This design comes from an exercise in tuning for small area, a short achievable clock period and few clock cycles per item on the open sky130 flow, not from production work. Function was not checked in any run shown here: the RTL went through the layout flow alone. Power is estimated from default activity; no workload was simulated.

## flow/design.v (module list and top-level ports; edited modules follow where they fit)
// module csa_fa: 10 lines
// module conv_pe_top: 2091 lines
module conv_pe_top (
    input  logic        clk,
    input  logic        rst,
    input  logic        wght_valid_i,
    input  logic [63:0] wght_i,
    output logic        wght_ready_o,
    input  logic        act_valid_i,
    input  logic [63:0] act_i,
    output logic        act_ready_o,
    output logic [23:0] result_o,
    output logic        result_valid_o
);
  // ...
==> flow/flow/run.sh <==
#!/bin/bash
# The standard layout, with two resizer settings changed: cells may be
# swapped for ones of another footprint during repair, and the port buffers
# are plain buffers instead of the smallest-area (delay) buffer.
set -euo pipefail
bash standard.sh MATCH_CELL_FOOTPRINT=0 "BUFFER_PORTS_ARGS=-buffer_cell sky130_fd_sc_hd__buf_2" finish > make.log 2>&1
==> flow/standard.sh <==
#!/bin/bash
# synth_recipe.tcl (not shown) runs the flow's synth.tcl, then flattens the netlist and writes it again
# the make line also repeats each setting of config.mk as NAME=value (left out here)
make -C /OpenROAD-flow-scripts/flow DESIGN_CONFIG=/design/flow/config.mk WORK_HOME=/design/flow/orfs CLKGATE_MAP_FILE= SYNTH_SCRIPT=/design/flow/synth_recipe.tcl "${@:-finish}"
==> flow/config.mk <==
export PLATFORM = sky130hd
export DESIGN_NAME = conv_pe_top
export DESIGN_NICKNAME = conv_pe_top
export VERILOG_FILES = /design/flow/design.v
export SDC_FILE = /design/flow/constraint.sdc
export NUM_CORES = 4
export LEC_CHECK = 0
export CAP_MARGIN = 20
export CORE_MARGIN = 2
export CORE_UTILIZATION = 65
export CTS_CLUSTER_DIAMETER = 140
export CTS_CLUSTER_SIZE = 25
export SETUP_SLACK_MARGIN = 2.95
export SLEW_MARGIN = 20
export SYNTH_HIERARCHICAL = 1
export SYNTH_MINIMUM_KEEP_SIZE = 0
==> flow/constraint.sdc <==
create_clock -name core_clock -period 5.0 [get_ports {clk}]
set_input_delay 1.0000 -clock core_clock [delete_from_list [all_inputs] [get_ports {clk}]]
set_output_delay 1.0000 -clock core_clock [all_outputs]
set_load 0.01 [all_outputs]
==> results_dict.tcl, run 1 <==
set metrics [dict create \
    multi_input_gates 1341 \
    crit_path_max_fanout 3 \
    routed_wl_um 81900 \
    grt_pass1_wl_um 123000 \
    top_register "wring" \
    final_cell_mix "dfxtp_1, fa_1, nand2_1, buf_2, and2_1" \
    pg_seq_uw 13000 \
    status "finished clean" \
    critPathArrivalTime_ns 1.12 \
    syn_to_final_growth_pct 8.28 \
    powerComb_uw 7730 \
    ant_nets 0 \
    buffer_area_share_pct 2.45 \
    use_met2_pct 46.6 \
    finish.utilization_pct 71.4 \
    grt_util_met1_pct 38.1 \
    synth_fa_ha_area_share_pct 28.2 \
    busiest_layer "met2" \
    p_per_area_nw_per_um2 610 \
    synth_seq_area_share_pct 59.0 \
    start_kind "flip-flop" \
    dpl_cell_area_um2 39400 \
    finalHoldViolations 0 \
    finalClockSkew_ns 0.0288 \
    grt_max_degree 41 \
    synth_top_area_share_pct 59.0 \
    antenna_found_initial 1 \
    num_vias 18471 \
    clockBufferDepth 3 \
    crit-reg2reg-launch "fst_t[4]" \
    pre_cts_slack_ns 2.37 \
    inverters 61 \
    reg_top3 "wring: 576 flops, r1: 229 flops, r2: 79 flops" \
    clock.fmax_ghz 0.473 \
    p_comb_share_pct 30.7 \
    drt-met1-wl_um 34300 \
    syn-cell-area_um2 38100 \
    vias_per_cell 5.25 \
    whs_path_depth 0 \
]
==> inputs of run 2 (changes only) <==
==> flow/flow/run.sh (replaced) <==
#!/bin/bash
# The standard layout, with two resizer settings changed: cells may be
# swapped for ones of another footprint during repair, and the port buffers
# are plain buffers instead of the smallest-area (delay) buffer.
set -euo pipefail
bash standard.sh MATCH_CELL_FOOTPRINT=0 "BUFFER_PORTS_ARGS=-buffer_cell sky130_fd_sc_hd__buf_1" finish > make.log 2>&1
--- a/flow/config.mk
+++ b/flow/config.mk
@@ -15,2 +15,3 @@
 export SYNTH_HIERARCHICAL = 1
 export SYNTH_MINIMUM_KEEP_SIZE = 0
+export TNS_END_PERCENT = 10
==> results_dict.tcl, run 2 <==
set metrics [dict create \
    status "finished clean" \
    die_y_um 246 \
    gr-total-overflow 0 \
    synth_seq_area_share_pct 59.0 \
    numCtsBuffers 50 \
    synth_common_cells "dfxtp_1, fa_1, nand2_1, clkbuf_1, and2_1" \
    critPathArrivalTime_ns 2.72 \
    largest_reg_flops 576 \
    relSlewSlack_pct 50.0 \
    hold_start "wring[1][4]" \
    syn_inst 2653 \
    critical_path_required_ns 5.56 \
    critPathCaptureType "flip-flop" \
    tns_ns 0 \
    setup-violations-final 0 \
    clkTransAtPathRegs_ns 0.10 \
    p_per_area_nw_per_um2 617 \
    switching_power_uw 8190 \
    grtUsageTotal_pct 27.6 \
    start_kind "flip-flop" \
    min_path_type "flip-flop to flip-flop" \
    dp.cells 3447 \
    whs_path_depth 0 \
    ys_top_cells_by_area "dfxtp_1, fa_1, nand2_1" \
    rsz0062_at_grt "true" \
    fin_crit_sh_pct 43.1 \
    htree_levels 2 \
    crit_type "flip-flop to flip-flop" \
    drive_gt1_share_pct 9.55 \
    tightestPinTransition_ns 0.750 \
    synth.most_common_cell "dfxtp_1" \
    ant_nets 0 \
    hold_buffers 0 \
    ys_async_sr_fraction_pct 0 \
    pre_cts_slack_ns 2.31 \
    cts_root_buf "clkbuf_16" \
    p_comb_share_pct 31.1 \
    synthDominantAreaCellType "dfxtp_1" \
    slew_viol_final 0 \
    reg2reg_slack_ns 2.85 \
    synth-seq-cells 1124 \
    crit-reg2reg-launch "wring[8][19]" \
    routed_wl_um 79500 \
    first_pass_iters 5 \
    clock.fmax_ghz 0.464 \
    drc 0 \
    grt_pass1_vias 20499 \
    min_to "wring[0][4]" \
    max-cap-violations 0 \
    cts_sinks 1124 \
    synth.distinct_cells 38 \
    n_fill_cell 3886 \
    top_register "wring" \
    p_seq_share_pct 51.3 \
    antenna_found_initial 4 \
    fin_nets 3421 \
    final_cell_mix "dfxtp_1, fa_1, nand2_1, buf_1, and2_1" \
    ir_drop_mv 0.382 \
    row_count 88 \
    gp_congestion 0.927 \
    drt-initial-drc-count 1453 \
    start_util_pct 66.0 \
    portBuffers 156 \
    finalNonFillerCells 3510 \
    avgSynthCellArea_um2 14.4 \
    vias_per_cell 5.26 \
    reg_top3 "wring: 576 flops, r1: 229 flops, r2: 79 flops" \
    fin_crit_ns 2.15 \
    syn-cell-area_um2 38100 \
    crit_path_max_fanout 9 \
    switching_share_pct 32.5 \
    layout_commonest_cell "dfxtp_1" \
    cts_tree "yes" \
    r2r_end "r1[89]" \
    finalHoldViolations 0 \
    synth-edff-count 0 \
    p_leak_uw 0.0159 \
    grt_pass1_wl_um 122000 \
    clockBufferDepth 3 \
    synth_top_area_share_pct 59.0 \
    io_pins 159 \
    die-area_um2 60600 \
    ys.flop_type "dfxtp_1" \
    core_um2 57800 \
    finalClockSkew_ns 0.0240 \
    layout_setup_ws_ns 2.85 \
    clk_latency_ns 0.64 \
    wl_per_cell_um 22.7 \
    p_clk_share_pct 17.6 \
    die_x_um 246 \
    finish.utilization_pct 70.6 \
    internal-power_uw 17000 \
    syn_to_final_growth_pct 7.02 \
    dp_hpwl_um 61700 \
    yosysWarnings 8 \
    grt_max_degree 47 \
    num_vias 18462 \
    reg2regPathDepth 3 \
]
-- run 2: cell counts after synthesis --
No cell type changed its count.
-- run 2: per-layer routing --
metal | GRT usage, % | vias to the layer above | routed length (µm)
met5 | 0 | - | 0
met2 | 45.0 | 714 | 38000
met4 | 9.13 | 0 | 2830
met3 | 5.49 | 194 | 5940
li1 | - | 8126 | -
met1 | 37.5 | 9428 | 32700
-- run 2: kinds of logic (layout without fill, tap and decap cells) --
logic type | after synthesis | after routing | synth area share (%)
buf+inv | 197 | 280 | 2.01
simple gates | 663 | 663 | 7.67
flops | 1124 | 1124 | 59.0
xor+xnor | 31 | 31 | 0.712
mux | 64 | 64 | 1.89
fa+ha+maj | 546 | 546 | 28.2
compound gates | 26 | 26 | 0.492
other cells | 2 | 11 | 0.0197
-- run 2: modules after synthesis (local to each module, per instance) --
module / flip-flops and latches / copies in the design / cells / cell area [µm²]
conv_pe_top: 1124 / 1 / 2134 / 27700
csa_fa: 0 / 519 / 1 / 20.0
-- run 2: final cells by class --
type	count	area [µm²]	share of cell area (%)
Multi-Input combinational cell	1340	15000	36.7
Clock inverter	2	36.3	0.0889
Timing Repair Buffer	166	743	1.82
Tap cell	765	957	2.35
Sequential cell	1124	22600	55.4
Antenna cell	1	2.50	0.00613
Clock buffer	51	1250	3.08
Inverter	61	229	0.561
-- run 2: what timing repair did --
item / 4_1_cts / 5_1_grt
resized for setup: 39 / 87
pin swaps: 7 / 8
endpoints found under the setup margin: 97 / 166
buffers inserted: 6 / 3
-- run 2: power groups by stage --
stage,sequential [µW],clock [µW],combinational [µW]
5_1_grt,13100,4850,9030
4_1_cts,12900,4530,7810
2_1_floorplan,12400,0,5060
3_5_place_dp,13100,0,7730
3_3_place_gp,13000,0,7480
6_report,12900,4430,7820
-- run 2: how the worst max path moves through the flow --
stage | slack [ns] | from | end
after floorplan | 2.93 | fst_t[4] | acc_s[11]
after global placement | 2.34 | wght_valid_i | wring[8][30]
after detailed placement | 2.31 | wght_valid_i | wring[8][30]
after CTS | 2.75 | lo_q[12] | result_o[0]
after global routing | 2.85 | result_o[14] | result_o[14]
final | 2.85 | wring[8][19] | r1[89]
-- run 2: metrics by stage --
stage / hold slack, ns / area [µm²] / total power (µW)
after global placement: 0.310 / 39200 / 20500
after floorplan: 0.310 / 38200 / 17500
after detailed placement: 0.312 / 39200 / 20800
after global routing: 0.328 / 40800 / 27000
final: 0.325 / 40800 / 25200
after CTS: 0.324 / 40600 / 25200
-- run 2: critical path: stages (launching register included) --
cell and delay (ns):
dfxtp_1 0.81, nand2_1 0.17, fa_1 0.47, fa_1 0.63
==> inputs of run 3 (changes only) <==
==> flow/run.sh (new file) <==
#!/bin/bash
# synth_recipe.tcl (not shown) runs the flow's synth.tcl, then flattens the netlist and writes it again
# the make line also repeats each setting of config.mk as NAME=value (left out here)
make -C /OpenROAD-flow-scripts/flow DESIGN_CONFIG=/design/flow/config.mk WORK_HOME=/design/flow/orfs CLKGATE_MAP_FILE= SYNTH_SCRIPT=/design/flow/synth_recipe.tcl finish
removed: flow/flow/run.sh
removed: flow/standard.sh
==> results_dict.tcl, run 3 <==
set metrics [dict create \
    tightestPinTransition_ns 0.738 \
    vias_per_cell 5.29 \
    cts_root_buf "clkbuf_16" \
    die_y_um 246 \
    critPathArrivalTime_ns 2.70 \
    grt_max_degree 50 \
    synth.distinct_cells 38 \
    drc 0 \
    internal-power_uw 17100 \
    ys_top_cells_by_area "dfxtp_1, fa_1, nand2_1" \
    drive_gt1_share_pct 9.54 \
    whs_ns 0.319 \
    crit_path_max_fanout 9 \
    grtUsageTotal_pct 27.4 \
    grt_pass1_vias 20528 \
    portBuffers 156 \
    synthDominantAreaCellType "dfxtp_1" \
    synth.most_common_cell "dfxtp_1" \
    routed_wl_um 80700 \
    fin_crit_sh_pct 43.1 \
    finalClockSkew_ns 0.0334 \
    finish.utilization_pct 72.1 \
    die_x_um 246 \
    p_per_area_nw_per_um2 608 \
    crit-reg2reg-launch "wring[8][51]" \
    synth_top_area_share_pct 59.0 \
    start_kind "flip-flop" \
    cts_tree "yes" \
    ant_nets 0 \
    p_comb_share_pct 31.7 \
    clockBufferDepth 3 \
    syn_to_final_growth_pct 9.32 \
    clock.fmax_ghz 0.464 \
    p_leak_uw 0.0163 \
    drt-initial-drc-count 1379 \
    cts_sinks 1124 \
    grt_pass1_wl_um 121000 \
    gr-total-overflow 0 \
    syn_inst 2653 \
    synth-edff-count 0 \
    gp_congestion 0.931 \
    numCtsBuffers 50 \
    row_count 88 \
    clk_latency_ns 0.64 \
    final_cell_mix "dfxtp_1, fa_1, nand2_1, clkdlybuf4s50_1, and2_1" \
    io_pins 159 \
    relSlewSlack_pct 50.7 \
    ys_async_sr_fraction_pct 0 \
    switching_power_uw 8270 \
    synth_common_cells "dfxtp_1, fa_1, nand2_1, clkbuf_1, and2_1" \
    clkTransAtPathRegs_ns 0.11 \
    reg2regPathDepth 3 \
    rsz0062_at_grt "true" \
    htree_levels 2 \
    r2r_end "r1[99]" \
    avgSynthCellArea_um2 14.4 \
    die-area_um2 60600 \
    layout_commonest_cell "dfxtp_1" \
    crit_type "flip-flop to flip-flop" \
    reg_top3 "wring: 576 flops, r1: 229 flops, r2: 79 flops" \
    synth_seq_area_share_pct 59.0 \
    core_um2 57800 \
    top_register "wring" \
    n_fill_cell 3795 \
    start_util_pct 66.0 \
    pre_cts_slack_ns 2.00 \
    critPathCaptureType "flip-flop" \
    finalNonFillerCells 3511 \
    p_seq_share_pct 50.9 \
    hold_buffers 0 \
    setup.worst_path.start "wring[8][51]" \
    fin_nets 3422 \
    first_pass_iters 5 \
    min_path_type "flip-flop to flip-flop" \
    reg2reg_slack_ns 2.85 \
    synth-seq-cells 1124 \
    endpoint "r1[99]" \
    fin_crit_ns 2.15 \
    p_clk_share_pct 17.4 \
    setup-violations-final 0 \
    switching_share_pct 32.6 \
    ir_drop_mv 0.410 \
    slew_viol_final 0 \
    tns_ns 0 \
    antenna_found_initial 1 \
    critical_path_required_ns 5.55 \
    num_vias 18567 \
    largest_reg_flops 576 \
    hold_start "wring[1][12]" \
    layout_setup_ws_ns 2.85 \
    finalHoldViolations 0 \
    dp_hpwl_um 62000 \
    ys.flop_type "dfxtp_1" \
    dp.cells 3449 \
    status "finished clean" \
    wl_per_cell_um 23.0 \
    max-cap-violations 0 \
    yosysWarnings 8 \
    syn-cell-area_um2 38100 \
]
[run 3: cell counts after synthesis]
Identical to the previous run, type by type.
[run 3: cell type report]
type,count,area [µm²],area share (%)
Clock buffer,51,1250,3.01
Sequential cell,1124,22600,54.3
Inverter,61,229,0.549
Antenna cell,1,2.50,0.00600
Multi-Input combinational cell,1341,15000,36.0
Tap cell,765,957,2.30
Timing Repair Buffer,166,1580,3.78
Clock inverter,2,36.3,0.0871
[run 3: cells by family (layout without fill, tap and decap cells)]
| family | Yosys count | after routing | synth area share [%] |
|---|---|---|---|
| xor+xnor | 31 | 31 | 0.712 |
| buf+inv | 197 | 280 | 2.01 |
| mux | 64 | 64 | 1.89 |
| fa+ha+maj | 546 | 546 | 28.2 |
| simple gates | 663 | 664 | 7.67 |
| other cells | 2 | 11 | 0.0197 |
| compound gates | 26 | 26 | 0.492 |
| flops | 1124 | 1124 | 59.0 |
[run 3: how the worst min path moves through the flow]
stage / slack (ns) / cells after the start / endpoint
after floorplan: 0.31 / 0 / fst_t[4]
after global placement: 0.31 / 0 / wring[2][21]
after detailed placement: 0.31 / 0 / wring[0][36]
after CTS: 0.32 / 0 / wring[6][6]
after global routing: 0.32 / 0 / wring[6][6]
final: 0.32 / 0 / wring[0][12]
[run 3: worst max-delay path, cell delays in order (launching register included)]
cell     delay, ns
dfxtp_1       0.71
nand2_1       0.18
fa_1          0.53
fa_1          0.65
[run 3: repair_timing]
| action | CTS | global route |
|---|---|---|
| setup endpoints to repair | 143 | 168 |
| buffers inserted | 1 | 6 |
| cloned | 0 | 1 |
| gates resized for setup | 76 | 130 |
| pin swaps | 0 | 11 |
[run 3: per-module statistics from Yosys (local to each module, per instance)]
module,copies in the design,flops+latches
conv_pe_top,1,1124
csa_fa,519,0
[run 3: metrics by stage]
stage	power, µW	cell area (µm²)
finish	25400	41700
global placement	20700	40200
floorplan	17500	38200
global route	27100	41700
CTS	25400	41400
detailed placement	21100	40200
[run 3: power by group through the flow]
stage	Sequential, µW	Clock, µW	Combinational [µW]
3_5_place_dp	13100	0	8010
6_report	12900	4420	8030
4_1_cts	12900	4510	8000
3_3_place_gp	13000	0	7680
5_1_grt	13100	4820	9160
2_1_floorplan	12400	0	5070
[run 3: layer usage]
metal,vias up,global-route usage (%),routed length (µm)
met5,-,0,13
met4,2,8.73,3050
met3,218,4.98,5490
met2,713,44.8,38300
met1,9521,37.6,33900
li1,8113,-,-

[port drivers added, routing unchanged]
The results above use ideal ports. As a check the final layouts listed here were re-extracted and re-timed, cells and wires unchanged.
Step 1 assumes that a clkbuf_16 drives the clock port and a buf_2 every other input.
Step 2 adds t to the input delays and takes it off the output delays; t is the mean of the earliest and latest rising clock arrival at the registers after step 1. Input paths then give back, and output paths get back, about the clock's delay inside the block.
a / b / c = no drivers / after step 1 / after step 2; a / b = the first two.
run | t, ns | setup slack, ns | hold WS [ns] | clock arrival spread, ns | pins driven straight from the clock port
run 1 | 0.689 | 2.884 / 2.819 / 2.590 | 0.326 / 0.326 / 0.326 | 0.029 / 0.029 | 1
run 2 | 0.698 | 2.846 / 2.826 / 2.342 | 0.325 / 0.325 / 0.325 | 0.027 / 0.027 | 1
run 3 | 0.685 | 2.846 / 2.837 / 2.411 | 0.319 / 0.319 / 0.319 | 0.036 / 0.036 | 1
After both steps every run listed still meets setup and hold. The setup slack of run 2, which loses most, moves by -0.020 ns with the drivers and by -0.504 ns with both steps.
